This design comes from an exercise in tuning for small area and a short achievable clock period on the open sky130 flow, not from production work. Function was checked by simulation only, so behaviour that the tests miss may differ from the original. Power and IR drop assume default switching activity.

== quartz ==
==> flow/design.v (excerpt) <==
module streebog_block_packer #(
  parameter int IN_WIDTH  = 64,
  parameter int OUT_DEPTH = 2
) (
  input  logic                               clk_i,
  input  logic                               rstn_i,
  input  logic                               abort_i,
  input  logic [IN_WIDTH-1:0]                s_data_i,
  input  logic                               s_valid_i,
  output logic                               s_ready_o,
  input  logic                               s_last_i,
  input  logic [$clog2(IN_WIDTH/8+1)-1:0]    s_nbytes_i,
  output logic [511:0]                       m_data_o,
  output logic                               m_valid_o,
  input  logic                               m_ready_i,
  output logic                               m_last_o,
  output logic [9:0]                         m_last_len_o,
  output logic                               busy_o
);
==> module streebog_block_packer, before the edit <==
module streebog_block_packer #(
  parameter int IN_WIDTH  = 64,
  parameter int OUT_DEPTH = 2
) (
  input  logic                               clk_i,
  input  logic                               rstn_i,
  input  logic                               abort_i,
  input  logic [IN_WIDTH-1:0]                s_data_i,
  input  logic                               s_valid_i,
  output logic                               s_ready_o,
  input  logic                               s_last_i,
  input  logic [$clog2(IN_WIDTH/8+1)-1:0]    s_nbytes_i,
  output logic [511:0]                       m_data_o,
  output logic                               m_valid_o,
  input  logic                               m_ready_i,
  output logic                               m_last_o,
  output logic [9:0]                         m_last_len_o,
  output logic                               busy_o
);
  logic [2:0]   cnt_q;
  logic         ready_q;
  logic         hd_v_q, sc_v_q;
  logic         nf_q;       
  logic         nc_q;       
  logic         busy_q;
  logic [2:0]   cnt_d;
  logic         hd_v_d, sc_v_d;
  logic [447:0] asm_q;
  logic [511:0] hd_q, sc_q;    
  logic [6:0]   hd_len_q, sc_len_q;    
  logic         hd_last_q, sc_last_q;
  logic         cnt7, closes, accept, push, pop, keep, clr;
  logic [7:0]   bm;         
  logic [63:0]  wd;         
  logic         pad_next;   
  logic [511:0] pd;         
  logic [6:0]   pd_len;
  logic         pd_last;
  assign cnt7      = (cnt_q == 3'd7);
  assign closes    = s_last_i || cnt7;
  assign s_ready_o = nf_q || (ready_q && m_ready_i) || (nc_q && !s_last_i);
  assign accept    = s_valid_i && s_ready_o && !abort_i;
  assign push      = accept && closes;
  assign pop       = hd_v_q && m_ready_i && !abort_i;
  always_comb begin
    for (int j = 0; j < 8; j++) begin
      bm[j] = !s_last_i || (s_nbytes_i > 4'(j));
      for (int b = 0; b < 8; b++) wd[8*j+b] = s_data_i[8*j+b] && bm[j];
      if (s_last_i && s_nbytes_i == 4'(j)) wd[8*j] = 1'b1;
    end
    pad_next = (s_nbytes_i == 4'd8);
    for (int k = 0; k < 7; k++)
      pd[64*k +: 64] = asm_q[64*k +: 64] | (cnt_q == 3'(k) ? wd : 64'd0);
    pd[448 +: 64] = cnt7 ? wd : 64'd0;
    for (int k = 1; k < 8; k++)
      if (cnt_q == 3'(k - 1) && pad_next) pd[64*k] = 1'b1;
    pd_last = s_last_i;
    pd_len  = s_last_i ? {cnt_q, 3'd0} + 7'(s_nbytes_i) : 7'd64;
  end
  always_comb begin
    cnt_d  = cnt_q;
    hd_v_d = hd_v_q;
    sc_v_d = sc_v_q;
    if (abort_i) begin
      cnt_d  = '0;
      hd_v_d = 1'b0;
      sc_v_d = 1'b0;
    end else begin
      if (accept) cnt_d = closes ? 3'd0 : cnt_q + 3'd1;
      if (push && !pop) begin
        hd_v_d = 1'b1;
        sc_v_d = hd_v_q;
      end else if (pop && !push) begin
        hd_v_d = sc_v_q;
        sc_v_d = 1'b0;
      end
    end
  end
  always_ff @(posedge clk_i or negedge rstn_i) begin
    if (!rstn_i) begin
      cnt_q   <= '0;
      ready_q <= 1'b0;
      hd_v_q  <= 1'b0;
      sc_v_q  <= 1'b0;
      nf_q    <= 1'b0;
      nc_q    <= 1'b0;
      busy_q  <= 1'b0;
    end else begin
      ready_q <= 1'b1;
      cnt_q   <= cnt_d;
      hd_v_q  <= hd_v_d;
      sc_v_q  <= sc_v_d;
      nf_q    <= !sc_v_d;
      nc_q    <= (cnt_d != 3'd7);
      busy_q  <= (cnt_d != 3'd0) || hd_v_d;
    end
  end
  assign keep = accept && !closes;
  assign clr  = !ready_q || abort_i || push;
  always_ff @(posedge clk_i) begin
    for (int k = 0; k < 7; k++)
      if (clr || cnt_q == 3'(k)) asm_q[64*k +: 64] <= keep ? s_data_i : 64'd0;
  end
  always_ff @(posedge clk_i) begin
    if (!sc_v_q || m_ready_i) begin
      sc_q      <= ~pd;    
      sc_len_q  <= pd_len;
      sc_last_q <= pd_last;
    end
    if (!hd_v_q || m_ready_i) begin
      hd_q      <= sc_v_q ? ~sc_q     : pd;
      hd_len_q  <= sc_v_q ? sc_len_q  : pd_len;
      hd_last_q <= sc_v_q ? sc_last_q : pd_last;
    end
  end
  assign m_valid_o    = hd_v_q;
  assign m_data_o     = hd_q;
  assign m_last_len_o = {hd_len_q, 3'd0};
  assign m_last_o     = hd_last_q;
  assign busy_o       = busy_q;
endmodule
clock: 5.5 ns
lec_check: 0
cap_margin: 20
core_margin: 2
core_utilization: 55
setup_slack_margin: 3.0
slew_margin: 20
standard.sh (not shown) runs the stock make flow with config.mk's settings and CLKGATE_MAP_FILE= SYNTH_SCRIPT=/design/flow/synth_recipe.tcl, a recipe that flattens the netlist after the stock synthesis.
==> flow/flow/run.sh <==
#!/bin/bash
# Standard ORFS layout (the standard.sh, unchanged synthesis and steps),
# with the port buffers that global placement inserts made as the smallest
# buffer instead of the default pick; timing repair still resizes any of them.
set -euo pipefail
export BUFFER_PORTS_ARGS="-buffer_cell sky130_fd_sc_hd__buf_1"
bash standard.sh > standard_flow.log 2>&1
## Diff of input files: yarrow against quartz
==> flow/design.v, changed modules only <==
module streebog_block_packer #(
  parameter int IN_WIDTH  = 64,
  parameter int OUT_DEPTH = 2
) (
  input  logic                               clk_i,
  input  logic                               rstn_i,
  input  logic                               abort_i,
  input  logic [IN_WIDTH-1:0]                s_data_i,
  input  logic                               s_valid_i,
  output logic                               s_ready_o,
  input  logic                               s_last_i,
  input  logic [$clog2(IN_WIDTH/8+1)-1:0]    s_nbytes_i,
  output logic [511:0]                       m_data_o,
  output logic                               m_valid_o,
  input  logic                               m_ready_i,
  output logic                               m_last_o,
  output logic [9:0]                         m_last_len_o,
  output logic                               busy_o
);
  logic [2:0]   cnt_q;
  logic         ready_q;
  logic         hd_v_q, sc_v_q;
  logic         nf_q;       
  logic         nc_q;       
  logic         busy_q;
  logic [2:0]   cnt_d;
  logic         hd_v_d, sc_v_d;
  logic [447:0] asm_q;
  logic [511:0] hd_q, sc_q;
  logic [6:0]   hd_len_q, sc_len_q;    
  logic         hd_last_q, sc_last_q;
  logic         cnt7, closes, accept, push, pop;
  logic [7:0]   bm;         
  logic [63:0]  wd;         
  logic         pad_next;   
  logic [511:0] pd;         
  logic [6:0]   pd_len;
  logic         pd_last;
  assign cnt7      = (cnt_q == 3'd7);
  assign closes    = s_last_i || cnt7;
  assign s_ready_o = nf_q || (ready_q && m_ready_i) || (nc_q && !s_last_i);
  assign accept    = s_valid_i && s_ready_o && !abort_i;
  assign push      = accept && closes;
  assign pop       = hd_v_q && m_ready_i && !abort_i;
  always_comb begin
    for (int j = 0; j < 8; j++) begin
      bm[j] = !s_last_i || (s_nbytes_i > 4'(j));
      for (int b = 0; b < 8; b++) wd[8*j+b] = s_data_i[8*j+b] && bm[j];
      if (s_last_i && s_nbytes_i == 4'(j)) wd[8*j] = 1'b1;
    end
    pad_next = (s_nbytes_i == 4'd8);
    for (int k = 0; k < 7; k++) begin
      if (cnt_q > 3'(k))       pd[64*k +: 64] = asm_q[64*k +: 64];
      else if (cnt_q == 3'(k)) pd[64*k +: 64] = wd;
      else                     pd[64*k +: 64] = '0;
    end
    pd[448 +: 64] = cnt7 ? wd : 64'd0;
    for (int k = 1; k < 8; k++)
      if (cnt_q == 3'(k - 1) && pad_next) pd[64*k] = 1'b1;
    pd_last = s_last_i;
    pd_len  = s_last_i ? {cnt_q, 3'd0} + 7'(s_nbytes_i) : 7'd64;
  end
  always_comb begin
    cnt_d  = cnt_q;
    hd_v_d = hd_v_q;
    sc_v_d = sc_v_q;
    if (abort_i) begin
      cnt_d  = '0;
      hd_v_d = 1'b0;
      sc_v_d = 1'b0;
    end else begin
      if (accept) cnt_d = closes ? 3'd0 : cnt_q + 3'd1;
      if (push && !pop) begin
        hd_v_d = 1'b1;
        sc_v_d = hd_v_q;
      end else if (pop && !push) begin
        hd_v_d = sc_v_q;
        sc_v_d = 1'b0;
      end
    end
  end
  always_ff @(posedge clk_i or negedge rstn_i) begin
    if (!rstn_i) begin
      cnt_q   <= '0;
      ready_q <= 1'b0;
      hd_v_q  <= 1'b0;
      sc_v_q  <= 1'b0;
      nf_q    <= 1'b0;
      nc_q    <= 1'b0;
      busy_q  <= 1'b0;
    end else begin
      ready_q <= 1'b1;
      cnt_q   <= cnt_d;
      hd_v_q  <= hd_v_d;
      sc_v_q  <= sc_v_d;
      nf_q    <= !sc_v_d;
      nc_q    <= (cnt_d != 3'd7);
      busy_q  <= (cnt_d != 3'd0) || hd_v_d;
    end
  end
  always_ff @(posedge clk_i) begin
    for (int k = 0; k < 7; k++)
      if (cnt_q == 3'(k)) asm_q[64*k +: 64] <= s_data_i;
  end
  always_ff @(posedge clk_i) begin
    if (!sc_v_q || m_ready_i) begin
      sc_q      <= pd;
      sc_len_q  <= pd_len;
      sc_last_q <= pd_last;
    end
    if (!hd_v_q || m_ready_i) begin
      hd_q      <= sc_v_q ? sc_q      : pd;
      hd_len_q  <= sc_v_q ? sc_len_q  : pd_len;
      hd_last_q <= sc_v_q ? sc_last_q : pd_last;
    end
  end
  assign m_valid_o    = hd_v_q;
  assign m_data_o     = hd_q;
  assign m_last_len_o = {hd_len_q, 3'd0};
  assign m_last_o     = hd_last_q;
  assign busy_o       = busy_q;
endmodule
==> comparison <==
Compared with quartz, routed length on met3 in yarrow increased by more than a quarter.
yarrow reports a higher cell count after placement than quartz does.
yarrow vs. quartz: tightest hold margin went down by 26 ps.
yarrow: full flow OK, the timing, design-rule and antenna checks passed
Total design power is higher on quartz
Against quartz, clock buffer count from CTS in yarrow rose slightly.
yarrow ends up with a vertical extent of the die that is 5.7 µm higher than in quartz.

-- static timing again, ports no longer ideal --
How much do the figures lean on ideal ports? The routed layouts below were timed once more, with nothing changed but the port constraints.
Step 1, drivers: a clkbuf_16 drives clk_i and a buf_2 each remaining input, both assumed.
Step 2 also shifts input and output timing later by t, the mid clock arrival at the registers, as if the neighbouring blocks saw the same clock.
a / b / c = ideal / step 1 / step 2; a / b = the first two.
run | t (ns) | setup slack, ns | clock arrival spread, ns | slew at the worst register clock pin (ns) | worst data-port slew with drivers (ns)
quartz | 0.805 | 2.708 / 2.636 / 2.217 | 0.031 / 0.031 | 0.07 / 0.07 | 0.15
yarrow | 0.818 | 2.662 / 2.508 / 2.121 | 0.028 / 0.028 | 0.07 / 0.07 | 0.20
After both steps setup and hold are still met in every run listed. The setup slack of yarrow, which loses most, moves by -0.154 ns with the drivers and by -0.541 ns with both steps.
